From an optimization exercise on the open Yosys and OpenROAD flow, aimed at small area, a short achievable clock period and few clock cycles; shortcuts taken in it are not production practice. In this exercise RTL edits were held to simulation tests only and were not proved equivalent to the original.

## flow/design.v (module list and top-level ports; edited modules follow where they fit)
// module freq_table: 344 lines
// module state_divider: 286 lines
// module rans_step: 3928 lines
// module byte_queue: 56 lines
// module rans_encoder: 193 lines
module rans_encoder (
	input  logic  clk,
	input  logic  rst,
	input  logic  start,
	input  logic  tbl_valid,
	input  logic [8:0] tbl_freq,
	input  logic  s_tvalid,
	output logic  s_tready,
	input  logic [7:0] s_tdata,
	input  logic  s_tlast,
	output logic  m_tvalid,
	input  logic  m_tready,
	output logic [7:0] m_tdata,
	output logic  m_tlast,
	output logic  table_bad,
	output logic  done
);
  // ...
==> flow/run.sh <==
#!/bin/bash
# synth_recipe.tcl (not shown) runs the flow's synth.tcl, then flattens the netlist and writes it again
# the make line also repeats each setting of config.mk as NAME=value (left out here)
make -C /OpenROAD-flow-scripts/flow DESIGN_CONFIG=/design/flow/config.mk WORK_HOME=/design/flow/orfs CLKGATE_MAP_FILE= SYNTH_SCRIPT=/design/flow/synth_recipe.tcl finish
==> flow/config.mk <==
export PLATFORM = sky130hd
export DESIGN_NAME = rans_encoder
export DESIGN_NICKNAME = rans_encoder
export VERILOG_FILES = /design/flow/design.v
export SDC_FILE = /design/flow/constraint.sdc
export NUM_CORES = 4
export LEC_CHECK = 0
export ABC_AREA = 1
export CAP_MARGIN = 20
export CORE_MARGIN = 2
export CORE_UTILIZATION = 40
export SETUP_SLACK_MARGIN = 2.0
export SLEW_MARGIN = 20
export SYNTH_MEMORY_MAX_BITS = 16384
==> flow/constraint.sdc <==
create_clock -name core_clock -period 6.0 [get_ports {clk}]
set_input_delay 1.2000 -clock core_clock [delete_from_list [all_inputs] [get_ports {clk}]]
set_output_delay 1.2000 -clock core_clock [all_outputs]
set_load 0.01 [all_outputs]
==> flow_metrics.py, run 1 <==
metrics = {
    "floorplan": {
        "pin_count": 37,
        "die-area_sq_um": 230000,
    },
    "cells_and_area": {
        "fin_area_sq_um": 107000,
        "top_regs": "freq_table_i.nz: 256 flops, freq_table_i.bp: 240 flops, freq_table_i.pn: 123 flops",
        "non_clock_buffer_count": 595,
        "buffer_area_share_pct": 5.02,
        "final_cell_mix": "2081 x nand2_1, 1233 x inv_1, 777 x nand3_1",
        "multi_input_area_share_pct": 48.8,
    },
    "route": {
        "via_per_inst": 5.88,
        "drt-total-wl_microns": 396000,
        "dr_wl_met2_microns": 175000,
        "route.detailed.drc": 0,
    },
    "worst_hold_path": {
        "min_to": "freq_table_i.out_c[3]",
    },
    "setup_path": {
        "r2r_end": "rans_step_i.s2_m21_1",
        "critPathKind": "register to register",
        "cp_max_fo": 5,
        "crit_slowest_cell": "fa_1",
        "crit_path_start_kind": "register",
        "cp_cell_sequence": "fa_1 > ha_4 > buf_12 > nand2_8 > inv_4 > nand2_2 > nand2_2 > nand2_2 > nand2_2 > nand2_2 > nand3_2 > nand2_2 > nand2_4 > a21oi_4 > or2_4 > nand3_4 > nand3_2 > nand2_1 > nand2_1 > nand2_1 > ha_1 > fa_1 > fa_2",
    },
    "synth": {
        "synth_top_family_by_area": "simple AND/OR/NAND/NOR gates",
        "syn_avg_cell_area_sq_um": 8.52,
        "synth_compound_gate_area_share_pct": 12.2,
        "synth_seq_cells": 1406,
        "synth_edf_count": 644,
        "synthXorXnorAreaFrac_pct": 5.30,
        "seq_area_frac_synth_pct": 38.3,
        "synthCells": 10615,
        "yosysMostFrequentCell": "nand2_1",
    },
    "outcome": {
        "status": "finished clean",
    },
    "clocking": {
        "cts-resized-gates": 634,
    },
    "timing": {
        "fin_skew_ns": 0.0728,
    },
    "job": {
        "drv_cap": 0,
    },
    "global_route": {
        "grt.busiest_layer": "met2",
    },
}
Testbench counts, summed over its fixed seeds: cycles 27,770.
==> module freq_table, before the edit <==
module freq_table (
	input  logic       clk,
	input  logic       rst,
	input  logic       clear,         
	input  logic       tbl_valid,     
	input  logic [8:0] tbl_freq,      
	output logic       verdict,       
	output logic       table_ok,      
	input  logic       in_valid,
	input  logic [7:0] in_sym,
	input  logic       in_last,
	output logic       out_valid,
	output logic [7:0] out_c,         
	output logic [8:0] out_e,         
	output logic       out_last
);
	logic [7:0] cnt;
	logic [8:0] sum_q;
	logic       ovf_q;
	logic [9:0] sum_next;
	logic [255:0] nz;
	logic [255:0] bp;
	assign sum_next = {1'b0, sum_q} + {1'b0, tbl_freq};
	assign verdict = tbl_valid && (cnt == 8'd255);
	assign table_ok = !ovf_q && (sum_next == 10'd256);
	always_ff @(posedge clk) begin
		if (rst || clear) begin
			cnt <= 8'd0;
			sum_q <= 9'd0;
			ovf_q <= 1'b0;
		end else if (tbl_valid) begin
			cnt <= cnt + 8'd1;
			sum_q <= sum_next[8:0];
			if (sum_next > 10'd256) begin
				ovf_q <= 1'b1;
			end
		end
	end
	always_ff @(posedge clk) begin
		if (tbl_valid) begin
			nz <= {(tbl_freq != 9'd0), nz[255:1]};
		end
	end
	logic bp_set;
	assign bp_set = tbl_valid && (tbl_freq != 9'd0) && !sum_q[8];
	genvar gu;
	generate
		for (gu = 0; gu < 256; gu = gu + 1) begin : g_bp
			always_ff @(posedge clk) begin
				if (clear) begin
					bp[gu] <= 1'b0;
				end else if (bp_set && (sum_q[7:0] == 8'(gu))) begin
					bp[gu] <= 1'b1;
				end
			end
		end
	endgenerate
	logic [8:0] nzc;
	logic [7:0] pn [0:15];
	logic [8:0] pb_q [0:16];
	logic [9:0] sum_hi;
	assign sum_hi = sum_next;
	always_ff @(posedge clk) begin
		if (rst || clear) begin
			nzc <= 9'd0;
		end else if (tbl_valid && (tbl_freq != 9'd0)) begin
			nzc <= nzc + 9'd1;
		end
	end
	always_ff @(posedge clk) begin
		if (tbl_valid && (cnt[3:0] == 4'd0)) begin
			for (int g = 0; g < 15; g++) begin
				pn[g] <= pn[g+1];
			end
			pn[15] <= nzc[7:0];
		end
	end
	logic [7:0] pb8 [1:15];
	logic [8:0] pb16;
	always_ff @(posedge clk) begin
		for (int g = 1; g <= 15; g++) begin
			if (tbl_valid && (sum_q < 9'(16 * g)) && (sum_hi >= 10'(16 * g))) begin
				pb8[g] <= nzc[7:0] + 8'd1;
			end
		end
		if (tbl_valid && (sum_q < 9'd256) && (sum_hi >= 10'd256)) begin
			pb16 <= nzc + 9'd1;
		end
	end
	assign pb_q[0] = 9'd0;
	generate
		for (gu = 1; gu <= 15; gu = gu + 1) begin : g_pb8
			assign pb_q[gu] = {1'b0, pb8[gu]};
		end
	endgenerate
	assign pb_q[16] = pb16;
	logic [7:0]  s0;
	logic        v0, l0;
	always_ff @(posedge clk) begin
		if (rst) begin
			v0 <= 1'b0;
		end else begin
			v0 <= in_valid;
		end
		s0 <= in_sym;
		l0 <= in_last;
	end
	logic [15:0] blk_nz, th;
	logic [7:0]  pn_sel;
	always_comb begin
		blk_nz = 16'd0;
		pn_sel = 8'd0;
		for (int g = 0; g < 16; g++) begin
			if (s0[7:4] == 4'(g)) begin
				blk_nz = blk_nz | nz[16*g +: 16];
				pn_sel = pn_sel | pn[g];
			end
		end
		for (int k = 0; k < 16; k++) begin
			th[k] = (4'(k) < s0[3:0]);
		end
	end
	logic [15:0] mb_q;
	logic [7:0]  pn_q;
	logic        v1, l1;
	always_ff @(posedge clk) begin
		if (rst) begin
			v1 <= 1'b0;
		end else begin
			v1 <= v0;
		end
		l1 <= l0;
		mb_q <= blk_nz & th;
		pn_q <= (s0[7:4] == 4'd0) ? 8'd0 : pn_sel;
	end
	logic r2_0;
	assign r2_0 = mb_q[0] ^ mb_q[1] ^ mb_q[2];
	logic r2_1;
	assign r2_1 = (mb_q[0] & mb_q[1]) | (mb_q[0] & mb_q[2]) | (mb_q[1] & mb_q[2]);
	logic r2_2;
	assign r2_2 = mb_q[3] ^ mb_q[4] ^ mb_q[5];
	logic r2_3;
	assign r2_3 = (mb_q[3] & mb_q[4]) | (mb_q[3] & mb_q[5]) | (mb_q[4] & mb_q[5]);
	logic r2_4;
	assign r2_4 = mb_q[6] ^ mb_q[7] ^ mb_q[8];
	logic r2_5;
	assign r2_5 = (mb_q[6] & mb_q[7]) | (mb_q[6] & mb_q[8]) | (mb_q[7] & mb_q[8]);
	logic r2_6;
	assign r2_6 = mb_q[9] ^ mb_q[10] ^ mb_q[11];
	logic r2_7;
	assign r2_7 = (mb_q[9] & mb_q[10]) | (mb_q[9] & mb_q[11]) | (mb_q[10] & mb_q[11]);
	logic r2_8;
	assign r2_8 = mb_q[12] ^ mb_q[13] ^ mb_q[14];
	logic r2_9;
	assign r2_9 = (mb_q[12] & mb_q[13]) | (mb_q[12] & mb_q[14]) | (mb_q[13] & mb_q[14]);
	logic r2_10;
	assign r2_10 = mb_q[15] ^ pn_q[0];
	logic r2_11;
	assign r2_11 = mb_q[15] & pn_q[0];
	logic r2_12;
	assign r2_12 = pn_q[1] ^ r2_1;
	logic r2_13;
	assign r2_13 = pn_q[1] & r2_1;
	logic r2_14;
	assign r2_14 = r2_0 ^ r2_2 ^ r2_4;
	logic r2_15;
	assign r2_15 = (r2_0 & r2_2) | (r2_0 & r2_4) | (r2_2 & r2_4);
	logic r2_16;
	assign r2_16 = r2_3 ^ r2_5 ^ r2_7;
	logic r2_17;
	assign r2_17 = (r2_3 & r2_5) | (r2_3 & r2_7) | (r2_5 & r2_7);
	logic r2_18;
	assign r2_18 = r2_12 ^ r2_9;
	logic r2_19;
	assign r2_19 = r2_12 & r2_9;
	logic r2_20;
	assign r2_20 = r2_6 ^ r2_8;
	logic r2_21;
	assign r2_21 = r2_6 & r2_8;
	logic r2_22;
	assign r2_22 = r2_11 ^ r2_16 ^ r2_18;
	logic r2_23;
	assign r2_23 = (r2_11 & r2_16) | (r2_11 & r2_18) | (r2_16 & r2_18);
	logic r2_24;
	assign r2_24 = pn_q[2] ^ r2_13 ^ r2_17;
	logic r2_25;
	assign r2_25 = (pn_q[2] & r2_13) | (pn_q[2] & r2_17) | (r2_13 & r2_17);
	logic r2_26;
	assign r2_26 = r2_10 ^ r2_14;
	logic r2_27;
	assign r2_27 = r2_10 & r2_14;
	logic r2_28;
	assign r2_28 = r2_15 ^ r2_22 ^ r2_21;
	logic r2_29;
	assign r2_29 = (r2_15 & r2_22) | (r2_15 & r2_21) | (r2_22 & r2_21);
	logic r2_30;
	assign r2_30 = r2_19 ^ r2_24 ^ r2_23;
	logic r2_31;
	assign r2_31 = (r2_19 & r2_24) | (r2_19 & r2_23) | (r2_24 & r2_23);
	logic r2_32;
	assign r2_32 = pn_q[3] ^ r2_25;
	logic r2_33;
	assign r2_33 = pn_q[3] & r2_25;
	logic [8:0] ra, rb;
	assign ra = {1'b0, pn_q[7], pn_q[6], pn_q[5], pn_q[4], r2_32, r2_30, r2_28, r2_20};
	assign rb = {1'b0, 1'b0, 1'b0, 1'b0, r2_33, r2_31, r2_29, r2_27, r2_26};
	logic [9:0] r1w;
	logic [7:0] r_q;
	logic [8:0] r1_q;
	logic       v2, l2;
	assign r1w = {ra, 1'b1} + {rb, 1'b1};
	always_ff @(posedge clk) begin
		if (rst) begin
			v2 <= 1'b0;
		end else begin
			v2 <= v1;
		end
		l2 <= l1;
		r_q <= 8'(ra + rb);
		r1_q <= r1w[9:1];
	end
	logic [16:0] ta, tb;       
	logic [15:0] oa;
	logic [16:0] ob;
	always_comb begin
		for (int g = 0; g <= 16; g++) begin
			ta[g] = (pb_q[g] <= {1'b0, r_q});
			tb[g] = ta[g] || (pb_q[g] == r1_q);
		end
		for (int g = 0; g < 16; g++) begin
			oa[g] = ta[g] && !ta[g+1];
			ob[g] = tb[g] && !tb[g+1];
		end
		ob[16] = tb[16];
	end
	logic [15:0] oa_q;
	logic [16:0] ob_q;
	logic [3:0]  r3_q, r13_q;
	logic        v3, l3;
	assign oa_q = oa;
	assign ob_q = ob;
	assign r3_q = r_q[3:0];
	assign r13_q = r1_q[3:0];
	assign v3 = v2;
	assign l3 = l2;
	logic [8:0]  pa_sel, pb_sel;
	logic [15:0] ka, kb;
	logic [3:0]  ga;
	logic [4:0]  gb;
	always_comb begin
		pa_sel = 9'd0;
		pb_sel = 9'd0;
		ka = 16'd0;
		kb = 16'd0;
		ga = 4'd0;
		gb = 5'd0;
		for (int g = 0; g < 16; g++) begin
			pa_sel = pa_sel | ({9{oa_q[g]}} & pb_q[g]);
			pb_sel = pb_sel | ({9{ob_q[g]}} & pb_q[g]);
			ka = ka | ({16{oa_q[g]}} & bp[16*g +: 16]);
			kb = kb | ({16{ob_q[g]}} & bp[16*g +: 16]);
			ga = ga | ({4{oa_q[g]}} & 4'(g));
			gb = gb | ({5{ob_q[g]}} & 5'(g));
		end
		gb = gb | ({5{ob_q[16]}} & 5'd16);
	end
	logic [3:0]  ta_q, tb_q;
	logic [15:0] ka_q, kb_q;
	logic [3:0]  ga_q;
	logic [4:0]  gb_q;
	logic        v4, l4;
	always_ff @(posedge clk) begin
		if (rst) begin
			v4 <= 1'b0;
		end else begin
			v4 <= v3;
		end
		l4 <= l3;
		ta_q <= r3_q - pa_sel[3:0];
		tb_q <= r13_q - pb_sel[3:0];
		ka_q <= ka;
		kb_q <= kb;
		ga_q <= ga;
		gb_q <= gb;
	end
	function automatic logic [7:0] sel_nib(input logic [15:0] k, input logic [3:0] t);
		logic [2:0] n0, n1, n2;
		logic [3:0] p1, p2, p3;
		logic [1:0] j;
		logic [3:0] base;
		logic [3:0] nib;
		n0 = 3'(k[0]) + 3'(k[1]) + 3'(k[2]) + 3'(k[3]);
		n1 = 3'(k[4]) + 3'(k[5]) + 3'(k[6]) + 3'(k[7]);
		n2 = 3'(k[8]) + 3'(k[9]) + 3'(k[10]) + 3'(k[11]);
		p1 = {1'b0, n0};
		p2 = {1'b0, n0} + {1'b0, n1};
		p3 = {1'b0, n0} + {1'b0, n1} + {1'b0, n2};
		if (p3 <= t) begin
			j = 2'd3; base = p3; nib = k[15:12];
		end else if (p2 <= t) begin
			j = 2'd2; base = p2; nib = k[11:8];
		end else if (p1 <= t) begin
			j = 2'd1; base = p1; nib = k[7:4];
		end else begin
			j = 2'd0; base = 4'd0; nib = k[3:0];
		end
		sel_nib = {j, 2'(t - base), nib};
	endfunction
	function automatic logic [1:0] sel_pos(input logic [3:0] nib, input logic [1:0] tl);
		case (tl)
			2'd0: sel_pos = nib[0] ? 2'd0 : nib[1] ? 2'd1 : nib[2] ? 2'd2 : 2'd3;
			2'd1: sel_pos = (nib[0] && nib[1]) ? 2'd1 :
			                ((nib[0] ^ nib[1]) && nib[2]) ? 2'd2 : 2'd3;
			2'd2: sel_pos = (nib[0] && nib[1] && nib[2]) ? 2'd2 : 2'd3;
			default: sel_pos = 2'd3;
		endcase
	endfunction
	logic [7:0] na_q, nb_q;
	logic [3:0] ga5_q;
	logic [4:0] gb5_q;
	logic       v5, l5;
	always_ff @(posedge clk) begin
		if (rst) begin
			v5 <= 1'b0;
		end else begin
			v5 <= v4;
		end
		l5 <= l4;
		na_q <= sel_nib(ka_q, ta_q);
		nb_q <= sel_nib(kb_q, tb_q);
		ga5_q <= ga_q;
		gb5_q <= gb_q;
	end
	always_ff @(posedge clk) begin
		if (rst) begin
			out_valid <= 1'b0;
		end else begin
			out_valid <= v5;
		end
		out_last <= l5;
		out_c <= {ga5_q, na_q[7:6], sel_pos(na_q[3:0], na_q[5:4])};
		out_e <= gb5_q[4] ? 9'd256 : {1'b0, gb5_q[3:0], nb_q[7:6], sel_pos(nb_q[3:0], nb_q[5:4])};
	end
endmodule
==> module state_divider, before the edit <==
module state_divider (
	input  logic [7:0]  fz,
	output logic [16:0] one,
	output logic [15:0] two,
	output logic [15:0] neg
);
	logic [31:0] m;
	always_comb begin
		case (fz)
			8'd0: m = 32'h01000000;
			8'd1: m = 32'hffffffff;
			8'd2: m = 32'h80000000;
			8'd3: m = 32'h55555555;
			8'd4: m = 32'h40000000;
			8'd5: m = 32'h33333333;
			8'd6: m = 32'h2aaaaaaa;
			8'd7: m = 32'h24924924;
			8'd8: m = 32'h20000000;
			8'd9: m = 32'h1c71c71c;
			8'd10: m = 32'h19999999;
			8'd11: m = 32'h1745d174;
			8'd12: m = 32'h15555555;
			8'd13: m = 32'h13b13b13;
			8'd14: m = 32'h12492492;
			8'd15: m = 32'h11111111;
			8'd16: m = 32'h10000000;
			8'd17: m = 32'h0f0f0f0f;
			8'd18: m = 32'h0e38e38e;
			8'd19: m = 32'h0d79435e;
			8'd20: m = 32'h0ccccccc;
			8'd21: m = 32'h0c30c30c;
			8'd22: m = 32'h0ba2e8ba;
			8'd23: m = 32'h0b21642c;
			8'd24: m = 32'h0aaaaaaa;
			8'd25: m = 32'h0a3d70a3;
			8'd26: m = 32'h09d89d89;
			8'd27: m = 32'h097b425e;
			8'd28: m = 32'h09249249;
			8'd29: m = 32'h08d3dcb0;
			8'd30: m = 32'h08888888;
			8'd31: m = 32'h08421084;
			8'd32: m = 32'h08000000;
			8'd33: m = 32'h07c1f07c;
			8'd34: m = 32'h07878787;
			8'd35: m = 32'h07507507;
			8'd36: m = 32'h071c71c7;
			8'd37: m = 32'h06eb3e45;
			8'd38: m = 32'h06bca1af;
			8'd39: m = 32'h06906906;
			8'd40: m = 32'h06666666;
			8'd41: m = 32'h063e7063;
			8'd42: m = 32'h06186186;
			8'd43: m = 32'h05f417d0;
			8'd44: m = 32'h05d1745d;
			8'd45: m = 32'h05b05b05;
			8'd46: m = 32'h0590b216;
			8'd47: m = 32'h0572620a;
			8'd48: m = 32'h05555555;
			8'd49: m = 32'h05397829;
			8'd50: m = 32'h051eb851;
			8'd51: m = 32'h05050505;
			8'd52: m = 32'h04ec4ec4;
			8'd53: m = 32'h04d4873e;
			8'd54: m = 32'h04bda12f;
			8'd55: m = 32'h04a7904a;
			8'd56: m = 32'h04924924;
			8'd57: m = 32'h047dc11f;
			8'd58: m = 32'h0469ee58;
			8'd59: m = 32'h0456c797;
			8'd60: m = 32'h04444444;
			8'd61: m = 32'h04325c53;
			8'd62: m = 32'h04210842;
			8'd63: m = 32'h04104104;
			8'd64: m = 32'h04000000;
			8'd65: m = 32'h03f03f03;
			8'd66: m = 32'h03e0f83e;
			8'd67: m = 32'h03d22635;
			8'd68: m = 32'h03c3c3c3;
			8'd69: m = 32'h03b5cc0e;
			8'd70: m = 32'h03a83a83;
			8'd71: m = 32'h039b0ad1;
			8'd72: m = 32'h038e38e3;
			8'd73: m = 32'h0381c0e0;
			8'd74: m = 32'h03759f22;
			8'd75: m = 32'h0369d036;
			8'd76: m = 32'h035e50d7;
			8'd77: m = 32'h03531dec;
			8'd78: m = 32'h03483483;
			8'd79: m = 32'h033d91d2;
			8'd80: m = 32'h03333333;
			8'd81: m = 32'h0329161f;
			8'd82: m = 32'h031f3831;
			8'd83: m = 32'h03159721;
			8'd84: m = 32'h030c30c3;
			8'd85: m = 32'h03030303;
			8'd86: m = 32'h02fa0be8;
			8'd87: m = 32'h02f14990;
			8'd88: m = 32'h02e8ba2e;
			8'd89: m = 32'h02e05c0b;
			8'd90: m = 32'h02d82d82;
			8'd91: m = 32'h02d02d02;
			8'd92: m = 32'h02c8590b;
			8'd93: m = 32'h02c0b02c;
			8'd94: m = 32'h02b93105;
			8'd95: m = 32'h02b1da46;
			8'd96: m = 32'h02aaaaaa;
			8'd97: m = 32'h02a3a0fd;
			8'd98: m = 32'h029cbc14;
			8'd99: m = 32'h0295fad4;
			8'd100: m = 32'h028f5c28;
			8'd101: m = 32'h0288df0c;
			8'd102: m = 32'h02828282;
			8'd103: m = 32'h027c4597;
			8'd104: m = 32'h02762762;
			8'd105: m = 32'h02702702;
			8'd106: m = 32'h026a439f;
			8'd107: m = 32'h02647c69;
			8'd108: m = 32'h025ed097;
			8'd109: m = 32'h02593f69;
			8'd110: m = 32'h0253c825;
			8'd111: m = 32'h024e6a17;
			8'd112: m = 32'h02492492;
			8'd113: m = 32'h0243f6f0;
			8'd114: m = 32'h023ee08f;
			8'd115: m = 32'h0239e0d5;
			8'd116: m = 32'h0234f72c;
			8'd117: m = 32'h02302302;
			8'd118: m = 32'h022b63cb;
			8'd119: m = 32'h0226b902;
			8'd120: m = 32'h02222222;
			8'd121: m = 32'h021d9ead;
			8'd122: m = 32'h02192e29;
			8'd123: m = 32'h0214d021;
			8'd124: m = 32'h02108421;
			8'd125: m = 32'h020c49ba;
			8'd126: m = 32'h02082082;
			8'd127: m = 32'h02040810;
			8'd128: m = 32'h02000000;
			8'd129: m = 32'h01fc07f0;
			8'd130: m = 32'h01f81f81;
			8'd131: m = 32'h01f44659;
			8'd132: m = 32'h01f07c1f;
			8'd133: m = 32'h01ecc07b;
			8'd134: m = 32'h01e9131a;
			8'd135: m = 32'h01e573ac;
			8'd136: m = 32'h01e1e1e1;
			8'd137: m = 32'h01de5d6e;
			8'd138: m = 32'h01dae607;
			8'd139: m = 32'h01d77b65;
			8'd140: m = 32'h01d41d41;
			8'd141: m = 32'h01d0cb58;
			8'd142: m = 32'h01cd8568;
			8'd143: m = 32'h01ca4b30;
			8'd144: m = 32'h01c71c71;
			8'd145: m = 32'h01c3f8f0;
			8'd146: m = 32'h01c0e070;
			8'd147: m = 32'h01bdd2b8;
			8'd148: m = 32'h01bacf91;
			8'd149: m = 32'h01b7d6c3;
			8'd150: m = 32'h01b4e81b;
			8'd151: m = 32'h01b20364;
			8'd152: m = 32'h01af286b;
			8'd153: m = 32'h01ac5701;
			8'd154: m = 32'h01a98ef6;
			8'd155: m = 32'h01a6d01a;
			8'd156: m = 32'h01a41a41;
			8'd157: m = 32'h01a16d3f;
			8'd158: m = 32'h019ec8e9;
			8'd159: m = 32'h019c2d14;
			8'd160: m = 32'h01999999;
			8'd161: m = 32'h01970e4f;
			8'd162: m = 32'h01948b0f;
			8'd163: m = 32'h01920fb4;
			8'd164: m = 32'h018f9c18;
			8'd165: m = 32'h018d3018;
			8'd166: m = 32'h018acb90;
			8'd167: m = 32'h01886e5f;
			8'd168: m = 32'h01861861;
			8'd169: m = 32'h0183c977;
			8'd170: m = 32'h01818181;
			8'd171: m = 32'h017f405f;
			8'd172: m = 32'h017d05f4;
			8'd173: m = 32'h017ad220;
			8'd174: m = 32'h0178a4c8;
			8'd175: m = 32'h01767dce;
			8'd176: m = 32'h01745d17;
			8'd177: m = 32'h01724287;
			8'd178: m = 32'h01702e05;
			8'd179: m = 32'h016e1f76;
			8'd180: m = 32'h016c16c1;
			8'd181: m = 32'h016a13cd;
			8'd182: m = 32'h01681681;
			8'd183: m = 32'h01661ec6;
			8'd184: m = 32'h01642c85;
			8'd185: m = 32'h01623fa7;
			8'd186: m = 32'h01605816;
			8'd187: m = 32'h015e75bb;
			8'd188: m = 32'h015c9882;
			8'd189: m = 32'h015ac056;
			8'd190: m = 32'h0158ed23;
			8'd191: m = 32'h01571ed3;
			8'd192: m = 32'h01555555;
			8'd193: m = 32'h01539094;
			8'd194: m = 32'h0151d07e;
			8'd195: m = 32'h01501501;
			8'd196: m = 32'h014e5e0a;
			8'd197: m = 32'h014cab88;
			8'd198: m = 32'h014afd6a;
			8'd199: m = 32'h0149539e;
			8'd200: m = 32'h0147ae14;
			8'd201: m = 32'h01460cbc;
			8'd202: m = 32'h01446f86;
			8'd203: m = 32'h0142d662;
			8'd204: m = 32'h01414141;
			8'd205: m = 32'h013fb013;
			8'd206: m = 32'h013e22cb;
			8'd207: m = 32'h013c995a;
			8'd208: m = 32'h013b13b1;
			8'd209: m = 32'h013991c2;
			8'd210: m = 32'h01381381;
			8'd211: m = 32'h013698df;
			8'd212: m = 32'h013521cf;
			8'd213: m = 32'h0133ae45;
			8'd214: m = 32'h01323e34;
			8'd215: m = 32'h0130d190;
			8'd216: m = 32'h012f684b;
			8'd217: m = 32'h012e025c;
			8'd218: m = 32'h012c9fb4;
			8'd219: m = 32'h012b404a;
			8'd220: m = 32'h0129e412;
			8'd221: m = 32'h01288b01;
			8'd222: m = 32'h0127350b;
			8'd223: m = 32'h0125e227;
			8'd224: m = 32'h01249249;
			8'd225: m = 32'h01234567;
			8'd226: m = 32'h0121fb78;
			8'd227: m = 32'h0120b470;
			8'd228: m = 32'h011f7047;
			8'd229: m = 32'h011e2ef3;
			8'd230: m = 32'h011cf06a;
			8'd231: m = 32'h011bb4a4;
			8'd232: m = 32'h011a7b96;
			8'd233: m = 32'h01194538;
			8'd234: m = 32'h01181181;
			8'd235: m = 32'h0116e068;
			8'd236: m = 32'h0115b1e5;
			8'd237: m = 32'h011485f0;
			8'd238: m = 32'h01135c81;
			8'd239: m = 32'h0112358e;
			8'd240: m = 32'h01111111;
			8'd241: m = 32'h010fef01;
			8'd242: m = 32'h010ecf56;
			8'd243: m = 32'h010db20a;
			8'd244: m = 32'h010c9714;
			8'd245: m = 32'h010b7e6e;
			8'd246: m = 32'h010a6810;
			8'd247: m = 32'h010953f3;
			8'd248: m = 32'h01084210;
			8'd249: m = 32'h01073260;
			8'd250: m = 32'h010624dd;
			8'd251: m = 32'h0105197f;
			8'd252: m = 32'h01041041;
			8'd253: m = 32'h0103091b;
			8'd254: m = 32'h01020408;
			8'd255: m = 32'h01010101;
			default: m = 32'h0;
		endcase
	end
	genvar j;
	generate
		for (j = 0; j < 16; j = j + 1) begin : g_booth
			logic m1, m0, mm;
			assign m1 = m[2*j+1];
			assign m0 = m[2*j];
			if (j == 0) begin : g_first
				assign mm = 1'b0;
			end else begin : g_rest
				assign mm = m[2*j-1];
			end
			assign one[j] = m0 ^ mm;
			assign two[j] = (m1 & !m0 & !mm) | (!m1 & m0 & mm);
			assign neg[j] = m1 & !(m0 & mm);
		end
	endgenerate
	assign one[16] = m[31];
endmodule
==> run 2: changes to the inputs <==
--- a/flow/design.v
+++ b/flow/design.v
@@ -328,298 +328,178 @@
 			v5 <= v4;
 		end
 		l5 <= l4;
 		na_q <= sel_nib(ka_q, ta_q);
 		nb_q <= sel_nib(kb_q, tb_q);
 		ga5_q <= ga_q;
 		gb5_q <= gb_q;
 	end
-	always_ff @(posedge clk) begin
-		if (rst) begin
-			out_valid <= 1'b0;
-		end else begin
-			out_valid <= v5;
-		end
-		out_last <= l5;
-		out_c <= {ga5_q, na_q[7:6], sel_pos(na_q[3:0], na_q[5:4])};
-		out_e <= gb5_q[4] ? 9'd256 : {1'b0, gb5_q[3:0], nb_q[7:6], sel_pos(nb_q[3:0], nb_q[5:4])};
-	end
+	assign out_valid = v5;
+	assign out_last = l5;
+	assign out_c = {ga5_q, na_q[7:6], sel_pos(na_q[3:0], na_q[5:4])};
+	assign out_e = gb5_q[4] ? 9'd256 : {1'b0, gb5_q[3:0], nb_q[7:6], sel_pos(nb_q[3:0], nb_q[5:4])};
 endmodule
 `default_nettype wire
 `timescale 1ns/100ps
 `default_nettype none
 module state_divider (
 	input  logic [7:0]  fz,
 	output logic [16:0] one,
 	output logic [15:0] two,
 	output logic [15:0] neg
 );
+	logic [3:0]  len;
+	logic [7:0]  fn;
+	logic [32:0] r;
 	logic [31:0] m;
 	always_comb begin
-		case (fz)
-			8'd0: m = 32'h01000000;
-			8'd1: m = 32'hffffffff;
-			8'd2: m = 32'h80000000;
-			8'd3: m = 32'h55555555;
-			8'd4: m = 32'h40000000;
-			8'd5: m = 32'h33333333;
-			8'd6: m = 32'h2aaaaaaa;
-			8'd7: m = 32'h24924924;
-			8'd8: m = 32'h20000000;
-			8'd9: m = 32'h1c71c71c;
-			8'd10: m = 32'h19999999;
-			8'd11: m = 32'h1745d174;
-			8'd12: m = 32'h15555555;
-			8'd13: m = 32'h13b13b13;
-			8'd14: m = 32'h12492492;
-			8'd15: m = 32'h11111111;
-			8'd16: m = 32'h10000000;
-			8'd17: m = 32'h0f0f0f0f;
-			8'd18: m = 32'h0e38e38e;
-			8'd19: m = 32'h0d79435e;
-			8'd20: m = 32'h0ccccccc;
-			8'd21: m = 32'h0c30c30c;
-			8'd22: m = 32'h0ba2e8ba;
-			8'd23: m = 32'h0b21642c;
-			8'd24: m = 32'h0aaaaaaa;
-			8'd25: m = 32'h0a3d70a3;
-			8'd26: m = 32'h09d89d89;
-			8'd27: m = 32'h097b425e;
-			8'd28: m = 32'h09249249;
-			8'd29: m = 32'h08d3dcb0;
-			8'd30: m = 32'h08888888;
-			8'd31: m = 32'h08421084;
-			8'd32: m = 32'h08000000;
-			8'd33: m = 32'h07c1f07c;
-			8'd34: m = 32'h07878787;
-			8'd35: m = 32'h07507507;
-			8'd36: m = 32'h071c71c7;
-			8'd37: m = 32'h06eb3e45;
-			8'd38: m = 32'h06bca1af;
-			8'd39: m = 32'h06906906;
-			8'd40: m = 32'h06666666;
-			8'd41: m = 32'h063e7063;
-			8'd42: m = 32'h06186186;
-			8'd43: m = 32'h05f417d0;
-			8'd44: m = 32'h05d1745d;
-			8'd45: m = 32'h05b05b05;
-			8'd46: m = 32'h0590b216;
-			8'd47: m = 32'h0572620a;
-			8'd48: m = 32'h05555555;
-			8'd49: m = 32'h05397829;
-			8'd50: m = 32'h051eb851;
-			8'd51: m = 32'h05050505;
-			8'd52: m = 32'h04ec4ec4;
-			8'd53: m = 32'h04d4873e;
-			8'd54: m = 32'h04bda12f;
-			8'd55: m = 32'h04a7904a;
-			8'd56: m = 32'h04924924;
-			8'd57: m = 32'h047dc11f;
-			8'd58: m = 32'h0469ee58;
-			8'd59: m = 32'h0456c797;
-			8'd60: m = 32'h04444444;
-			8'd61: m = 32'h04325c53;
-			8'd62: m = 32'h04210842;
-			8'd63: m = 32'h04104104;
-			8'd64: m = 32'h04000000;
-			8'd65: m = 32'h03f03f03;
-			8'd66: m = 32'h03e0f83e;
-			8'd67: m = 32'h03d22635;
-			8'd68: m = 32'h03c3c3c3;
-			8'd69: m = 32'h03b5cc0e;
-			8'd70: m = 32'h03a83a83;
-			8'd71: m = 32'h039b0ad1;
-			8'd72: m = 32'h038e38e3;
-			8'd73: m = 32'h0381c0e0;
-			8'd74: m = 32'h03759f22;
-			8'd75: m = 32'h0369d036;
-			8'd76: m = 32'h035e50d7;
-			8'd77: m = 32'h03531dec;
-			8'd78: m = 32'h03483483;
-			8'd79: m = 32'h033d91d2;
-			8'd80: m = 32'h03333333;
-			8'd81: m = 32'h0329161f;
-			8'd82: m = 32'h031f3831;
-			8'd83: m = 32'h03159721;
-			8'd84: m = 32'h030c30c3;
-			8'd85: m = 32'h03030303;
-			8'd86: m = 32'h02fa0be8;
-			8'd87: m = 32'h02f14990;
-			8'd88: m = 32'h02e8ba2e;
-			8'd89: m = 32'h02e05c0b;
-			8'd90: m = 32'h02d82d82;
-			8'd91: m = 32'h02d02d02;
-			8'd92: m = 32'h02c8590b;
-			8'd93: m = 32'h02c0b02c;
-			8'd94: m = 32'h02b93105;
-			8'd95: m = 32'h02b1da46;
-			8'd96: m = 32'h02aaaaaa;
-			8'd97: m = 32'h02a3a0fd;
-			8'd98: m = 32'h029cbc14;
-			8'd99: m = 32'h0295fad4;
-			8'd100: m = 32'h028f5c28;
-			8'd101: m = 32'h0288df0c;
-			8'd102: m = 32'h02828282;
-			8'd103: m = 32'h027c4597;
-			8'd104: m = 32'h02762762;
-			8'd105: m = 32'h02702702;
-			8'd106: m = 32'h026a439f;
-			8'd107: m = 32'h02647c69;
-			8'd108: m = 32'h025ed097;
-			8'd109: m = 32'h02593f69;
-			8'd110: m = 32'h0253c825;
-			8'd111: m = 32'h024e6a17;
-			8'd112: m = 32'h02492492;
-			8'd113: m = 32'h0243f6f0;
-			8'd114: m = 32'h023ee08f;
-			8'd115: m = 32'h0239e0d5;
-			8'd116: m = 32'h0234f72c;
-			8'd117: m = 32'h02302302;
-			8'd118: m = 32'h022b63cb;
-			8'd119: m = 32'h0226b902;
-			8'd120: m = 32'h02222222;
-			8'd121: m = 32'h021d9ead;
-			8'd122: m = 32'h02192e29;
-			8'd123: m = 32'h0214d021;
-			8'd124: m = 32'h02108421;
-			8'd125: m = 32'h020c49ba;
-			8'd126: m = 32'h02082082;
-			8'd127: m = 32'h02040810;
-			8'd128: m = 32'h02000000;
-			8'd129: m = 32'h01fc07f0;
-			8'd130: m = 32'h01f81f81;
-			8'd131: m = 32'h01f44659;
-			8'd132: m = 32'h01f07c1f;
-			8'd133: m = 32'h01ecc07b;
-			8'd134: m = 32'h01e9131a;
-			8'd135: m = 32'h01e573ac;
-			8'd136: m = 32'h01e1e1e1;
-			8'd137: m = 32'h01de5d6e;
-			8'd138: m = 32'h01dae607;
-			8'd139: m = 32'h01d77b65;
-			8'd140: m = 32'h01d41d41;
-			8'd141: m = 32'h01d0cb58;
-			8'd142: m = 32'h01cd8568;
-			8'd143: m = 32'h01ca4b30;
-			8'd144: m = 32'h01c71c71;
-			8'd145: m = 32'h01c3f8f0;
-			8'd146: m = 32'h01c0e070;
-			8'd147: m = 32'h01bdd2b8;
-			8'd148: m = 32'h01bacf91;
-			8'd149: m = 32'h01b7d6c3;
-			8'd150: m = 32'h01b4e81b;
-			8'd151: m = 32'h01b20364;
-			8'd152: m = 32'h01af286b;
-			8'd153: m = 32'h01ac5701;
-			8'd154: m = 32'h01a98ef6;
-			8'd155: m = 32'h01a6d01a;
-			8'd156: m = 32'h01a41a41;
-			8'd157: m = 32'h01a16d3f;
-			8'd158: m = 32'h019ec8e9;
-			8'd159: m = 32'h019c2d14;
-			8'd160: m = 32'h01999999;
-			8'd161: m = 32'h01970e4f;
-			8'd162: m = 32'h01948b0f;
-			8'd163: m = 32'h01920fb4;
-			8'd164: m = 32'h018f9c18;
-			8'd165: m = 32'h018d3018;
-			8'd166: m = 32'h018acb90;
-			8'd167: m = 32'h01886e5f;
-			8'd168: m = 32'h01861861;
-			8'd169: m = 32'h0183c977;
-			8'd170: m = 32'h01818181;
-			8'd171: m = 32'h017f405f;
-			8'd172: m = 32'h017d05f4;
-			8'd173: m = 32'h017ad220;
-			8'd174: m = 32'h0178a4c8;
-			8'd175: m = 32'h01767dce;
-			8'd176: m = 32'h01745d17;
-			8'd177: m = 32'h01724287;
-			8'd178: m = 32'h01702e05;
-			8'd179: m = 32'h016e1f76;
-			8'd180: m = 32'h016c16c1;
-			8'd181: m = 32'h016a13cd;
-			8'd182: m = 32'h01681681;
-			8'd183: m = 32'h01661ec6;
-			8'd184: m = 32'h01642c85;
-			8'd185: m = 32'h01623fa7;
-			8'd186: m = 32'h01605816;
-			8'd187: m = 32'h015e75bb;
-			8'd188: m = 32'h015c9882;
-			8'd189: m = 32'h015ac056;
-			8'd190: m = 32'h0158ed23;
-			8'd191: m = 32'h01571ed3;
-			8'd192: m = 32'h01555555;
-			8'd193: m = 32'h01539094;
-			8'd194: m = 32'h0151d07e;
-			8'd195: m = 32'h01501501;
-			8'd196: m = 32'h014e5e0a;
-			8'd197: m = 32'h014cab88;
-			8'd198: m = 32'h014afd6a;
-			8'd199: m = 32'h0149539e;
-			8'd200: m = 32'h0147ae14;
-			8'd201: m = 32'h01460cbc;
-			8'd202: m = 32'h01446f86;
-			8'd203: m = 32'h0142d662;
-			8'd204: m = 32'h01414141;
-			8'd205: m = 32'h013fb013;
-			8'd206: m = 32'h013e22cb;
-			8'd207: m = 32'h013c995a;
-			8'd208: m = 32'h013b13b1;
-			8'd209: m = 32'h013991c2;
-			8'd210: m = 32'h01381381;
-			8'd211: m = 32'h013698df;
-			8'd212: m = 32'h013521cf;
-			8'd213: m = 32'h0133ae45;
-			8'd214: m = 32'h01323e34;
-			8'd215: m = 32'h0130d190;
-			8'd216: m = 32'h012f684b;
-			8'd217: m = 32'h012e025c;
-			8'd218: m = 32'h012c9fb4;
-			8'd219: m = 32'h012b404a;
-			8'd220: m = 32'h0129e412;
-			8'd221: m = 32'h01288b01;
-			8'd222: m = 32'h0127350b;
-			8'd223: m = 32'h0125e227;
-			8'd224: m = 32'h01249249;
-			8'd225: m = 32'h01234567;
-			8'd226: m = 32'h0121fb78;
-			8'd227: m = 32'h0120b470;
-			8'd228: m = 32'h011f7047;
-			8'd229: m = 32'h011e2ef3;
-			8'd230: m = 32'h011cf06a;
-			8'd231: m = 32'h011bb4a4;
-			8'd232: m = 32'h011a7b96;
-			8'd233: m = 32'h01194538;
-			8'd234: m = 32'h01181181;
-			8'd235: m = 32'h0116e068;
-			8'd236: m = 32'h0115b1e5;
-			8'd237: m = 32'h011485f0;
-			8'd238: m = 32'h01135c81;
-			8'd239: m = 32'h0112358e;
-			8'd240: m = 32'h01111111;
-			8'd241: m = 32'h010fef01;
-			8'd242: m = 32'h010ecf56;
-			8'd243: m = 32'h010db20a;
-			8'd244: m = 32'h010c9714;
-			8'd245: m = 32'h010b7e6e;
-			8'd246: m = 32'h010a6810;
-			8'd247: m = 32'h010953f3;
-			8'd248: m = 32'h01084210;
-			8'd249: m = 32'h01073260;
-			8'd250: m = 32'h010624dd;
-			8'd251: m = 32'h0105197f;
-			8'd252: m = 32'h01041041;
-			8'd253: m = 32'h0103091b;
-			8'd254: m = 32'h01020408;
-			8'd255: m = 32'h01010101;
-			default: m = 32'h0;
+		len = 4'd9;
+		fn = 8'd128;
+		for (int k = 0; k < 8; k++) begin
+			if (fz[k]) begin
+				len = 4'(k + 1);
+				fn = fz << (7 - k);
+			end
+		end
+	end
+	always_comb begin
+		case (fn[6:0])
+			7'd0: r = 33'h1ffffffff;
+			7'd1: r = 33'h1fc07f01f;
+			7'd2: r = 33'h1f81f81f8;
+			7'd3: r = 33'h1f44659e4;
+			7'd4: r = 33'h1f07c1f07;
+			7'd5: r = 33'h1ecc07b30;
+			7'd6: r = 33'h1e9131abf;
+			7'd7: r = 33'h1e573ac90;
+			7'd8: r = 33'h1e1e1e1e1;
+			7'd9: r = 33'h1de5d6e3f;
+			7'd10: r = 33'h1dae6076b;
+			7'd11: r = 33'h1d77b654b;
+			7'd12: r = 33'h1d41d41d4;
+			7'd13: r = 33'h1d0cb58f6;
+			7'd14: r = 33'h1cd856890;
+			7'd15: r = 33'h1ca4b3055;
+			7'd16: r = 33'h1c71c71c7;
+			7'd17: r = 33'h1c3f8f01c;
+			7'd18: r = 33'h1c0e07038;
+			7'd19: r = 33'h1bdd2b899;
+			7'd20: r = 33'h1bacf914c;
+			7'd21: r = 33'h1b7d6c3dd;
+			7'd22: r = 33'h1b4e81b4e;
+			7'd23: r = 33'h1b2036406;
+			7'd24: r = 33'h1af286bca;
+			7'd25: r = 33'h1ac5701ac;
+			7'd26: r = 33'h1a98ef606;
+			7'd27: r = 33'h1a6d01a6d;
+			7'd28: r = 33'h1a41a41a4;
+			7'd29: r = 33'h1a16d3f97;
+			7'd30: r = 33'h19ec8e951;
+			7'd31: r = 33'h19c2d14ee;
+			7'd32: r = 33'h199999999;
+			7'd33: r = 33'h1970e4f80;
+			7'd34: r = 33'h1948b0fcd;
+			7'd35: r = 33'h1920fb49d;
+			7'd36: r = 33'h18f9c18f9;
+			7'd37: r = 33'h18d3018d3;
+			7'd38: r = 33'h18acb90f6;
+			7'd39: r = 33'h1886e5f0a;
+			7'd40: r = 33'h186186186;
+			7'd41: r = 33'h183c977ab;
+			7'd42: r = 33'h181818181;
+			7'd43: r = 33'h17f405fd0;
+			7'd44: r = 33'h17d05f417;
+			7'd45: r = 33'h17ad2208e;
+			7'd46: r = 33'h178a4c817;
+			7'd47: r = 33'h1767dce43;
+			7'd48: r = 33'h1745d1745;
+			7'd49: r = 33'h1724287f4;
+			7'd50: r = 33'h1702e05c0;
+			7'd51: r = 33'h16e1f76b4;
+			7'd52: r = 33'h16c16c16c;
+			7'd53: r = 33'h16a13cd15;
+			7'd54: r = 33'h168168168;
+			7'd55: r = 33'h1661ec6a5;
+			7'd56: r = 33'h1642c8590;
+			7'd57: r = 33'h1623fa770;
+			7'd58: r = 33'h160581605;
+			7'd59: r = 33'h15e75bb8d;
+			7'd60: r = 33'h15c9882b9;
+			7'd61: r = 33'h15ac056b0;
+			7'd62: r = 33'h158ed2308;
+			7'd63: r = 33'h1571ed3c5;
+			7'd64: r = 33'h155555555;
+			7'd65: r = 33'h15390948f;
+			7'd66: r = 33'h151d07eae;
+			7'd67: r = 33'h150150150;
+			7'd68: r = 33'h14e5e0a72;
+			7'd69: r = 33'h14cab8872;
+			7'd70: r = 33'h14afd6a05;
+			7'd71: r = 33'h149539e3b;
+			7'd72: r = 33'h147ae147a;
+			7'd73: r = 33'h1460cbc7f;
+			7'd74: r = 33'h1446f8656;
+			7'd75: r = 33'h142d6625d;
+			7'd76: r = 33'h141414141;
+			7'd77: r = 33'h13fb013fb;
+			7'd78: r = 33'h13e22cbce;
+			7'd79: r = 33'h13c995a47;
+			7'd80: r = 33'h13b13b13b;
+			7'd81: r = 33'h13991c2c1;
+			7'd82: r = 33'h138138138;
+			7'd83: r = 33'h13698df3d;
+			7'd84: r = 33'h13521cfb2;
+			7'd85: r = 33'h133ae45b5;
+			7'd86: r = 33'h1323e34a2;
+			7'd87: r = 33'h130d19013;
+			7'd88: r = 33'h12f684bda;
+			7'd89: r = 33'h12e025c04;
+			7'd90: r = 33'h12c9fb4d8;
+			7'd91: r = 33'h12b404ad0;
+			7'd92: r = 33'h129e4129e;
+			7'd93: r = 33'h1288b0128;
+			7'd94: r = 33'h127350b88;
+			7'd95: r = 33'h125e22708;
+			7'd96: r = 33'h124924924;
+			7'd97: r = 33'h123456789;
+			7'd98: r = 33'h121fb7812;
+			7'd99: r = 33'h120b470c6;
+			7'd100: r = 33'h11f7047dc;
+			7'd101: r = 33'h11e2ef3b3;
+			7'd102: r = 33'h11cf06ada;
+			7'd103: r = 33'h11bb4a404;
+			7'd104: r = 33'h11a7b9611;
+			7'd105: r = 33'h119453808;
+			7'd106: r = 33'h118118118;
+			7'd107: r = 33'h116e06894;
+			7'd108: r = 33'h115b1e5f7;
+			7'd109: r = 33'h11485f0e0;
+			7'd110: r = 33'h1135c8113;
+			7'd111: r = 33'h112358e75;
+			7'd112: r = 33'h111111111;
+			7'd113: r = 33'h10fef010f;
+			7'd114: r = 33'h10ecf56be;
+			7'd115: r = 33'h10db20a88;
+			7'd116: r = 33'h10c9714fb;
+			7'd117: r = 33'h10b7e6ec2;
+			7'd118: r = 33'h10a6810a6;
+			7'd119: r = 33'h10953f390;
+			7'd120: r = 33'h108421084;
+			7'd121: r = 33'h1073260a4;
+			7'd122: r = 33'h10624dd2f;
+			7'd123: r = 33'h105197f7d;
+			7'd124: r = 33'h104104104;
+			7'd125: r = 33'h103091b51;
+			7'd126: r = 33'h102040810;
+			7'd127: r = 33'h101010101;
+			default: r = 33'h0;
 		endcase
 	end
+	assign m = 32'(r >> len);
 	genvar j;
 	generate
 		for (j = 0; j < 16; j = j + 1) begin : g_booth
 			logic m1, m0, mm;
 			assign m1 = m[2*j+1];
 			assign m0 = m[2*j];
 			if (j == 0) begin : g_first
 				assign mm = 1'b0;
@@ -4400,142 +4280,20 @@
 	logic p3_96;
 	assign p3_96 = s2_r8_3 ^ p3_76 ^ p3_75;
 	logic p3_97;
 	assign p3_97 = (s2_r8_3 & p3_76) | (s2_r8_3 & p3_75) | (p3_76 & p3_75);
 	logic p3_98;
 	assign p3_98 = s2_r9_3 ^ p3_78 ^ p3_77;
 	logic p3_99;
 	assign p3_99 = (s2_r9_3 & p3_78) | (s2_r9_3 & p3_77) | (p3_78 & p3_77);
-	logic p3_100;
-	assign p3_100 = s2_m0_2 ^ p3_0;
-	logic p3_101;
-	assign p3_101 = s2_m0_2 & p3_0;
-	logic p3_102;
-	assign p3_102 = p3_2 ^ p3_1 ^ op_g[1];
-	logic p3_103;
-	assign p3_103 = (p3_2 & p3_1) | (p3_2 & op_g[1]) | (p3_1 & op_g[1]);
-	logic p3_104;
-	assign p3_104 = p3_4 ^ p3_3 ^ op_g[2];
-	logic p3_105;
-	assign p3_105 = (p3_4 & p3_3) | (p3_4 & op_g[2]) | (p3_3 & op_g[2]);
-	logic p3_106;
-	assign p3_106 = p3_6 ^ p3_5 ^ op_g[3];
-	logic p3_107;
-	assign p3_107 = (p3_6 & p3_5) | (p3_6 & op_g[3]) | (p3_5 & op_g[3]);
-	logic p3_108;
-	assign p3_108 = p3_8 ^ p3_7 ^ op_g[4];
-	logic p3_109;
-	assign p3_109 = (p3_8 & p3_7) | (p3_8 & op_g[4]) | (p3_7 & op_g[4]);
-	logic p3_110;
-	assign p3_110 = p3_10 ^ p3_9 ^ op_g[5];
-	logic p3_111;
-	assign p3_111 = (p3_10 & p3_9) | (p3_10 & op_g[5]) | (p3_9 & op_g[5]);
-	logic p3_112;
-	assign p3_112 = p3_12 ^ p3_11 ^ op_g[6];
-	logic p3_113;
-	assign p3_113 = (p3_12 & p3_11) | (p3_12 & op_g[6]) | (p3_11 & op_g[6]);
-	logic p3_114;
-	assign p3_114 = p3_14 ^ p3_13 ^ op_g[7];
-	logic p3_115;
-	assign p3_115 = (p3_14 & p3_13) | (p3_14 & op_g[7]) | (p3_13 & op_g[7]);
-	logic p3_116;
-	assign p3_116 = p3_16 ^ p3_15;
-	logic p3_117;
-	assign p3_117 = p3_16 & p3_15;
-	logic p3_118;
-	assign p3_118 = p3_18 ^ p3_17;
-	logic p3_119;
-	assign p3_119 = p3_18 & p3_17;
-	logic p3_120;
-	assign p3_120 = p3_20 ^ p3_19;
-	logic p3_121;
-	assign p3_121 = p3_20 & p3_19;
-	logic p3_122;
-	assign p3_122 = p3_22 ^ p3_21;
-	logic p3_123;
-	assign p3_123 = p3_22 & p3_21;
-	logic p3_124;
-	assign p3_124 = p3_24 ^ p3_23;
-	logic p3_125;
-	assign p3_125 = p3_24 & p3_23;
-	logic p3_126;
-	assign p3_126 = p3_26 ^ p3_25;
-	logic p3_127;
-	assign p3_127 = p3_26 & p3_25;
-	logic p3_128;
-	assign p3_128 = p3_28 ^ p3_27;
-	logic p3_129;
-	assign p3_129 = p3_28 & p3_27;
-	logic p3_130;
-	assign p3_130 = p3_30 ^ p3_29;
-	logic p3_131;
-	assign p3_131 = p3_30 & p3_29;
-	logic p3_132;
-	assign p3_132 = p3_32 ^ p3_31;
-	logic p3_133;
-	assign p3_133 = p3_32 & p3_31;
-	logic p3_134;
-	assign p3_134 = p3_34 ^ p3_33;
-	logic p3_135;
-	assign p3_135 = p3_34 & p3_33;
-	logic p3_136;
-	assign p3_136 = p3_36 ^ p3_35;
-	logic p3_137;
-	assign p3_137 = p3_36 & p3_35;
-	logic p3_138;
-	assign p3_138 = p3_38 ^ p3_37;
-	logic p3_139;
-	assign p3_139 = p3_38 & p3_37;
-	logic p3_140;
-	assign p3_140 = p3_40 ^ p3_39;
-	logic p3_141;
-	assign p3_141 = p3_40 & p3_39;
-	logic p3_142;
-	assign p3_142 = p3_42 ^ p3_41;
-	logic p3_143;
-	assign p3_143 = p3_42 & p3_41;
-	logic p3_144;
-	assign p3_144 = p3_44 ^ p3_43;
-	logic p3_145;
-	assign p3_145 = p3_44 & p3_43;
-	logic p3_146;
-	assign p3_146 = p3_46 ^ p3_45;
-	logic p3_147;
-	assign p3_147 = p3_46 & p3_45;
-	logic p3_148;
-	assign p3_148 = p3_48 ^ p3_47;
-	logic p3_149;
-	assign p3_149 = p3_48 & p3_47;
-	logic p3_150;
-	assign p3_150 = p3_50 ^ p3_49;
-	logic p3_151;
-	assign p3_151 = p3_50 & p3_49;
-	logic p3_152;
-	assign p3_152 = p3_52 ^ p3_51;
-	logic p3_153;
-	assign p3_153 = p3_52 & p3_51;
-	logic p3_154;
-	assign p3_154 = p3_54 ^ p3_53;
-	logic p3_155;
-	assign p3_155 = p3_54 & p3_53;
-	logic p3_156;
-	assign p3_156 = p3_56 ^ p3_55;
-	logic p3_157;
-	assign p3_157 = p3_56 & p3_55;
-	logic p3_158;
-	assign p3_158 = p3_58 ^ p3_57;
-	logic p3_159;
-	assign p3_159 = p3_58 & p3_57;
-	logic p3_160;
-	assign p3_160 = p3_60 ^ p3_59;
-	logic p3_161;
-	assign p3_161 = p3_60 & p3_59;
 	assign x_est = {p3_60, p3_58, p3_56, p3_54, p3_52, p3_50, p3_48, p3_46, p3_44, p3_42, p3_40, p3_38, p3_36, p3_34, p3_32, p3_30, p3_28, p3_26, p3_24, p3_22, p3_20, p3_18, p3_16, p3_14, p3_12, p3_10, p3_8, p3_6, p3_4, p3_2, s2_m0_2} + {p3_59, p3_57, p3_55, p3_53, p3_51, p3_49, p3_47, p3_45, p3_43, p3_41, p3_39, p3_37, p3_35, p3_33, p3_31, p3_29, p3_27, p3_25, p3_23, p3_21, p3_19, p3_17, p3_15, p3_13, p3_11, p3_9, p3_7, p3_5, p3_3, p3_1, p3_0};
-	assign x_alt = {p3_160, p3_158, p3_156, p3_154, p3_152, p3_150, p3_148, p3_146, p3_144, p3_142, p3_140, p3_138, p3_136, p3_134, p3_132, p3_130, p3_128, p3_126, p3_124, p3_122, p3_120, p3_118, p3_116, p3_114, p3_112, p3_110, p3_108, p3_106, p3_104, p3_102, op_g[0]} + {p3_159, p3_157, p3_155, p3_153, p3_151, p3_149, p3_147, p3_145, p3_143, p3_141, p3_139, p3_137, p3_135, p3_133, p3_131, p3_129, p3_127, p3_125, p3_123, p3_121, p3_119, p3_117, p3_115, p3_113, p3_111, p3_109, p3_107, p3_105, p3_103, p3_101, p3_100};
+	logic [8:0] x_lo;
+	assign x_lo = {1'b0, x_est[7:0]} + {1'b0, op_g};
+	assign x_alt = {x_est[30:8] + {22'd0, x_lo[8]}, x_lo[7:0]};
 	assign d_sum = {p3_98, p3_96, p3_94, p3_92, p3_90, p3_88, p3_86, p3_84, p3_82, s2_r0_2} + {p3_97, p3_95, p3_93, p3_91, p3_89, p3_87, p3_85, p3_83, p3_81, p3_80};
 	assign corr = !d_sum[9];
 	assign x_new = corr ? x_alt : x_est;
 	always_ff @(posedge clk) begin
 		if (rst) begin
 			x_q <= X_INIT;
 			v2 <= 1'b0;
 			v3 <= 1'b0;
==> run 2 against run 1 <==
Compared with the run above:
- non-clock buffer count down 3
- highest routed layer unchanged
- worst setup slack worse by 0.16 ns
- still clean
- global-route usage down 3.9 points
- largest cell class unchanged
- sequential share of layout area down 0.30 points
==> flow_metrics.py, run 2 <==
metrics = {
    "outcome": {
        "status": "finished clean",
    },
    "setup_path": {
        "max_stage_delay_ns": 0.59,
        "endpoint": "rans_step_i.x_q[30]",
        "critPathLaunch": "rans_step_i.s2_m2_2",
        "reg2reg_from": "rans_step_i.s2_m2_2",
        "worstPathBufferInverterCount": 0,
        "cpLargestDelayFamily": "simple AND/OR/NAND/NOR gates",
        "crit_path_start_kind": "register",
        "r2r_end": "rans_step_i.x_q[30]",
        "cp_cell_sequence": "fa_1 > ha_4 > or2_4 > and2_4 > xor2_4 > ha_4 > nand3_2 > nand3_2 > a21oi_2 > o21ai_2 > a21oi_2 > o21bai_1 > ha_2 > ha_4 > nand3_4 > nor2_4 > nand3_2 > nor2_4 > nand4_1 > nor2_2 > nand2_1 > nand2_1 > nand3_2 > a21oi_4",
        "required_ns": 6.68,
        "cpMostUsedCell": "nand3_2",
        "regToRegSetupSlack_ns": 1.61,
        "cp_max_fo": 3,
        "crit_slowest_cell": "fa_1",
        "cp.arrival_ns": 5.06,
        "cp_num_cells": 24,
        "critPathKind": "register to register",
        "reg2reg_depth": 24,
        "end_kind": "register",
    },
    "worst_hold_path": {
        "hold_path.class": "register to register",
    },
    "synth": {
        "synth_edf_count": 644,
        "syn_avg_cell_area_sq_um": 8.42,
        "synthesis.nets": 11411,
        "synth_flop_cell": "dfxtp_1",
        "netlist_area_sq_um": 88200,
        "post_synth_num_cell_types": 69,
        "async_flop_share_pct": 0,
        "ys.warnings.count": 14,
        "synth_top_area_cell": "edfxtp_1",
        "synth.area.top_cells": "edfxtp_1 22%, dfxtp_1 16%, fa_1 11%",
        "synth_top_area_share_pct": 21.9,
        "synthCells": 10475,
        "synth.top_cells.by_count": "2229 x nand2_1, 1420 x inv_1, 903 x nand3_1",
        "synth_seq_cells": 1356,
        "yosysMostFrequentCell": "nand2_1",
        "seq_area_frac_synth_pct": 38.1,
    },
    "timing": {
        "holdWs_ns": 0.319,
        "slew_headroom_pct": 23.2,
        "layout_worst_path_cycle_share_pct": 73.1,
        "rsz0062_at_grt": "yes",
        "max_freq_mhz": 228,
        "layout_min_cycle_time_ns": 4.39,
        "hold_violations": 0,
        "setup_viol": 0,
        "timing.final.ws_setup_ns": 1.61,
        "fin_setup_tns_ns": 0,
        "tightest_slew_ns": 1.15,
        "fin_skew_ns": 0.0845,
        "maxSlewViolCount": 0,
    },
    "clocking": {
        "cts_buffers": 154,
        "cts_tree": "done",
        "ctsRootBufferMaster": "clkbuf_16",
        "cts.path.max_buffers": 3,
        "clk_pin_slew_ns": 0.06,
        "clk_latency_ns": 0.85,
        "htreeDepth": 4,
        "cts.sinks": 1356,
        "hold_buffers": 0,
    },
    "cells_and_area": {
        "num-nets-final": 11692,
        "drive_above_1_share_pct": 15.9,
        "final_common_cell": "nand2_1",
        "area_growth_pct": 19.1,
        "final_cell_mix": "2079 x nand2_1, 1318 x inv_1, 780 x nand3_1",
        "largest_register_ff_count": 256,
        "max_flop_register": "freq_table_i.nz",
        "top_regs": "freq_table_i.nz: 256 flops, freq_table_i.bp: 240 flops, freq_table_i.pn: 123 flops",
    },
    "route": {
        "drt-total-wl_microns": 346000,
        "firstDrtPassIters": 8,
        "vias": 79911,
        "first_iter_violations": 9266,
        "route.detailed.drc": 0,
        "wl_per_cell_microns": 25.1,
        "via_per_inst": 5.81,
        "ant_nets": 0,
    },
    "job": {
        "drv_cap": 0,
    },
    "global_route": {
        "grt_first_pass_wirelength_microns": 501000,
        "gr-usage-all-layers_pct": 29.7,
        "grt_pass1_vias": 77519,
        "overflow": 0,
        "antenna_found_initial": 15,
        "grt_start_max_net_pins": 186,
    },
    "floorplan": {
        "die_h_microns": 474,
        "die-area_sq_um": 224000,
        "die_w_microns": 474,
        "pin_count": 37,
        "rows": 172,
        "coreArea_sq_um": 220000,
        "start_util_pct": 40.2,
    },
    "place": {
        "gp_congestion": 1.03,
        "hpwl_microns": 246000,
        "pre_cts_ws_ns": 0.904,
        "port_buffers": 36,
    },
}
-- run 2: worst min path at each step --
| stage | start | end | depth (start not counted) |
|---|---|---|---|
| after detailed placement | freq_table_i.gb_q[0] | freq_table_i.gb5_q[0] | 0 |
| final | freq_table_i.gb_q[4] | freq_table_i.gb5_q[4] | 0 |
| after CTS | freq_table_i.gb_q[4] | freq_table_i.gb5_q[4] | 0 |
| after floorplan | freq_table_i.ga_q[0] | freq_table_i.ga5_q[0] | 0 |
| after global routing | freq_table_i.gb_q[4] | freq_table_i.gb5_q[4] | 0 |
| after global placement | freq_table_i.gb_q[3] | freq_table_i.gb5_q[3] | 0 |
-- run 2: routing by layer --
layer / global-route usage (%) / up-vias / wire [microns]
li1: - / 35475 / -
met1: 38.6 / 38682 / 137000
met2: 46.1 / 4532 / 152000
met3: 7.00 / 1208 / 34900
met4: 15.3 / 14 / 21700
met5: 0 / - / 92
-- run 2: kinds of logic after synthesis --
logic type | after synthesis | share of synthesized area, %
mux | 23 | 0.261
flops | 1356 | 38.1
fa+ha+maj | 912 | 17.0
simple gates | 3989 | 19.2
buf+inv | 1960 | 8.60
compound gates | 1713 | 11.7
xor+xnor | 522 | 5.18
-- run 2: what timing repair did --
item | 4_1_cts | 5_1_grt
buffers inserted | 171 | 153
resized for setup | 543 | 555
endpoints found under the setup margin | 360 | 243
hold endpoints to repair | 0 | 0
gates cloned | 9 | 5
pin swaps | 172 | 280
-- run 2: through the flow --
step / std cells / instance area, sq um / util (%)
finish: 13764 / 105000 / 47.9
global route: 13762 / 105000 / 47.9
CTS: 13597 / 101000 / 46.2
detailed placement: 13130 / 92300 / 42.0
global placement: 13128 / 92200 / 42.0
floorplan: 10475 / 88400 / -
-- run 2: layout make-up --
class,count,area (sq um)
tap,2871,3590
timing repair buffer,592,5350
fill,20913,114000
inverter,1480,5870
antenna,6,15.0
clock inverter,77,921
multi-input combinational,7169,51300
sequential,1356,33700
clock buffer,210,4380
timing repair inverter,3,22.5
Testbench counts of run 2, summed over its fixed seeds: cycles 27,738.
==> run 3: changes to the inputs <==
--- a/flow/config.mk
+++ b/flow/config.mk
@@ -9,6 +9,8 @@
 export CAP_MARGIN = 20
 export CORE_MARGIN = 2
 export CORE_UTILIZATION = 40
+export CTS_CLUSTER_DIAMETER = 70
+export CTS_CLUSTER_SIZE = 24
 export SETUP_SLACK_MARGIN = 2.0
 export SLEW_MARGIN = 20
 export SYNTH_MEMORY_MAX_BITS = 16384
==> run 3 against run 2 <==
Compared with the run above:
- worst hold slack better by 0.014 ns
- utilization is 1.0 points lower
- routed wire length is 0.83% lower
- count of clock-buffer cells in the layout is 95 lower
- global-route usage is 0.20 points lower
- worst setup slack worse by 0.028 ns
- cell count is 0.93% lower
- die area stayed put
- largest cell class unchanged
- highest routed layer unchanged
==> flow_metrics.py, run 3 <==
metrics = {
    "synth": {
        "synth.area.top_cells": "edfxtp_1 22%, dfxtp_1 16%, fa_1 11%",
        "ys.warnings.count": 14,
        "post_synth_num_cell_types": 69,
        "syn_avg_cell_area_sq_um": 8.42,
        "synth_seq_cells": 1356,
        "synth.area.mux_share_pct": 0.261,
        "synth_compound_gate_area_share_pct": 11.7,
        "synth.top_cells.by_count": "2229 x nand2_1, 1420 x inv_1, 903 x nand3_1",
        "synthXorXnorAreaFrac_pct": 5.18,
        "synth_top_family_by_area": "simple AND/OR/NAND/NOR gates",
        "synth_top_area_share_pct": 21.9,
        "synth_flop_cell": "dfxtp_1",
        "synth_edf_count": 644,
        "async_flop_share_pct": 0,
        "yosysMostFrequentCell": "nand2_1",
    },
    "place": {
        "port_buffers": 36,
        "pre_cts_ws_ns": 0.904,
        "hpwl_microns": 246000,
    },
    "global_route": {
        "grt_first_pass_wirelength_microns": 498000,
        "gr-usage-all-layers_pct": 29.5,
        "overflow": 0,
        "grt_start_max_net_pins": 186,
        "antenna_found_initial": 14,
    },
    "cells_and_area": {
        "top_regs": "freq_table_i.nz: 256 flops, freq_table_i.bp: 240 flops, freq_table_i.pn: 123 flops",
        "final_common_cell": "nand2_1",
        "max_flop_register": "freq_table_i.nz",
        "drive_above_1_share_pct": 15.2,
        "num-nets-final": 11611,
        "largest_register_ff_count": 256,
        "final_cell_mix": "2080 x nand2_1, 1323 x inv_1, 760 x nand3_1",
        "fillers": 21074,
    },
    "setup_path": {
        "crit_slowest_cell": "fa_2",
        "cp_cell_sequence": "fa_2 > ha_4 > buf_4 > a21oi_4 > o21ai_2 > a21oi_2 > buf_4 > nand2_2 > a21o_1 > nand2_2 > nand3_2 > nand3_2 > o21ai_2 > xor2_1 > ha_1 > fa_1 > fa_2",
        "required_ns": 6.61,
        "crit_path_start_kind": "register",
        "cp_max_fo": 9,
        "max_stage_delay_ns": 0.59,
        "cp.arrival_ns": 5.02,
        "cpLargestDelayFamily": "adder cells",
        "worstPathBufferInverterCount": 2,
    },
    "timing": {
        "layout_min_cycle_time_ns": 4.41,
        "fin_setup_tns_ns": 0,
        "layout_worst_path_cycle_share_pct": 73.6,
        "tightest_slew_ns": 1.17,
        "hold_violations": 0,
        "fin_skew_ns": 0.0681,
        "timing.final.ws_setup_ns": 1.59,
        "setup_viol": 0,
        "slew_headroom_pct": 21.3,
    },
    "route": {
        "drt-total-wl_microns": 343000,
        "wl_per_cell_microns": 25.1,
        "vias": 79090,
        "ant_nets": 0,
        "firstDrtPassIters": 7,
        "via_per_inst": 5.80,
        "first_iter_violations": 9492,
    },
    "floorplan": {
        "die_h_microns": 474,
        "die-area_sq_um": 224000,
        "pin_count": 37,
        "rows": 172,
        "die_w_microns": 474,
    },
    "worst_hold_path": {
        "hold_path.class": "register to register",
    },
    "clocking": {
        "clk_latency_ns": 0.78,
        "hold_buffers": 0,
        "cts.sinks": 1356,
        "ctsRootBufferMaster": "clkbuf_16",
        "clk_pin_slew_ns": 0.09,
    },
    "job": {
        "drv_cap": 0,
    },
    "outcome": {
        "status": "finished clean",
    },
}
run 3: layout make-up:
type / instances / area share (%)
inverters: 1480 / 5.69
flip-flops and latches: 1356 / 32.7
well taps: 2871 / 3.49
multi-input cells: 7168 / 49.6
repair inverters: 4 / 0.0292
diodes: 4 / 0.00973
clock inverters: 71 / 0.975
repair buffers: 567 / 4.98
clock buffers: 115 / 2.53
run 3: metrics by stage:
step | hold WS [ns] | instance area, sq um | cells | util (%)
after floorplan | 0.310 | 88400 | 10475 | -
after global placement | 0.311 | 92200 | 13128 | 42.0
after detailed placement | 0.312 | 92300 | 13130 | 42.0
after CTS | 0.334 | 99700 | 13497 | 45.4
after global routing | 0.341 | 103000 | 13636 | 46.9
final | 0.333 | 103000 | 13636 | 46.9
run 3: path summary, 6_finish.rpt:
kind                                      startpoint               endpoint  slack [ns]  cells past startpoint
worst max-delay path            rans_step_i.s1_c33_0   rans_step_i.s2_m12_1        1.59                     17
worst min-delay path            freq_table_i.ga_q[3]  freq_table_i.ga5_q[3]        0.33                      0
worst max register to register  rans_step_i.s1_c33_0   rans_step_i.s2_m12_1        1.59                     17
worst min register to register  freq_table_i.ga_q[3]  freq_table_i.ga5_q[3]        0.33                      0
run 3: logic make-up (layout without fill, tap and decap cells):
group / Yosys count / count (layout)
AO/OA/AOI/OAI: 1713 / 1713
AND/OR/NAND/NOR: 3989 / 3998
multiplexers: 23 / 23
buffers and inverters: 1960 / 2237
XOR/XNOR: 522 / 522
flip-flops: 1356 / 1356
adder cells (fa/ha/maj): 912 / 912
other: 0 / 4
run 3: layer usage:
metal  GRT usage (%)  part of all wire (%)  wire (microns)
met1            38.6                    39          135000
met2            46.0                    44          152000
met3            6.42                    10           35200
met4            14.7                   6.2           21400
met5               0                 0.024              81
run 3: timing repair:
action | 4_1_cts | 5_1_grt
buffers inserted | 173 | 125
gates cloned | 8 | 7
gates resized for setup | 574 | 473
pin swaps | 168 | 159
setup endpoints to repair | 361 | 243

==> re-timing with driven ports <==
The flow's constraints put no driver on any port. The routed layouts listed below were extracted and timed again, unchanged, in two steps.
Step 1 (the two cells are an assumption about what drives the block):
set clk [get_ports {clk}]
set_driving_cell -lib_cell sky130_fd_sc_hd__clkbuf_16 $clk
set_driving_cell -lib_cell sky130_fd_sc_hd__buf_2 [delete_from_list [all_inputs] $clk]
Step 2 times the ports against the registers' clock, not the clock port: input delays grow and output delays shrink by t, the midpoint of the rising clock arrivals with the driver on.
a / b / c = ideal / step 1 / step 2; a / b = the first two.
run	t, ns	setup WS [ns]	slew at the worst register clock pin (ns)
run 1	0.892	1.771 / 1.771 / 1.771	0.09 / 0.09
run 2	0.900	1.613 / 1.613 / 1.613	0.08 / 0.08
run 3	0.858	1.585 / 1.585 / 1.585	0.10 / 0.10
After both steps setup and hold are still met in every run listed.
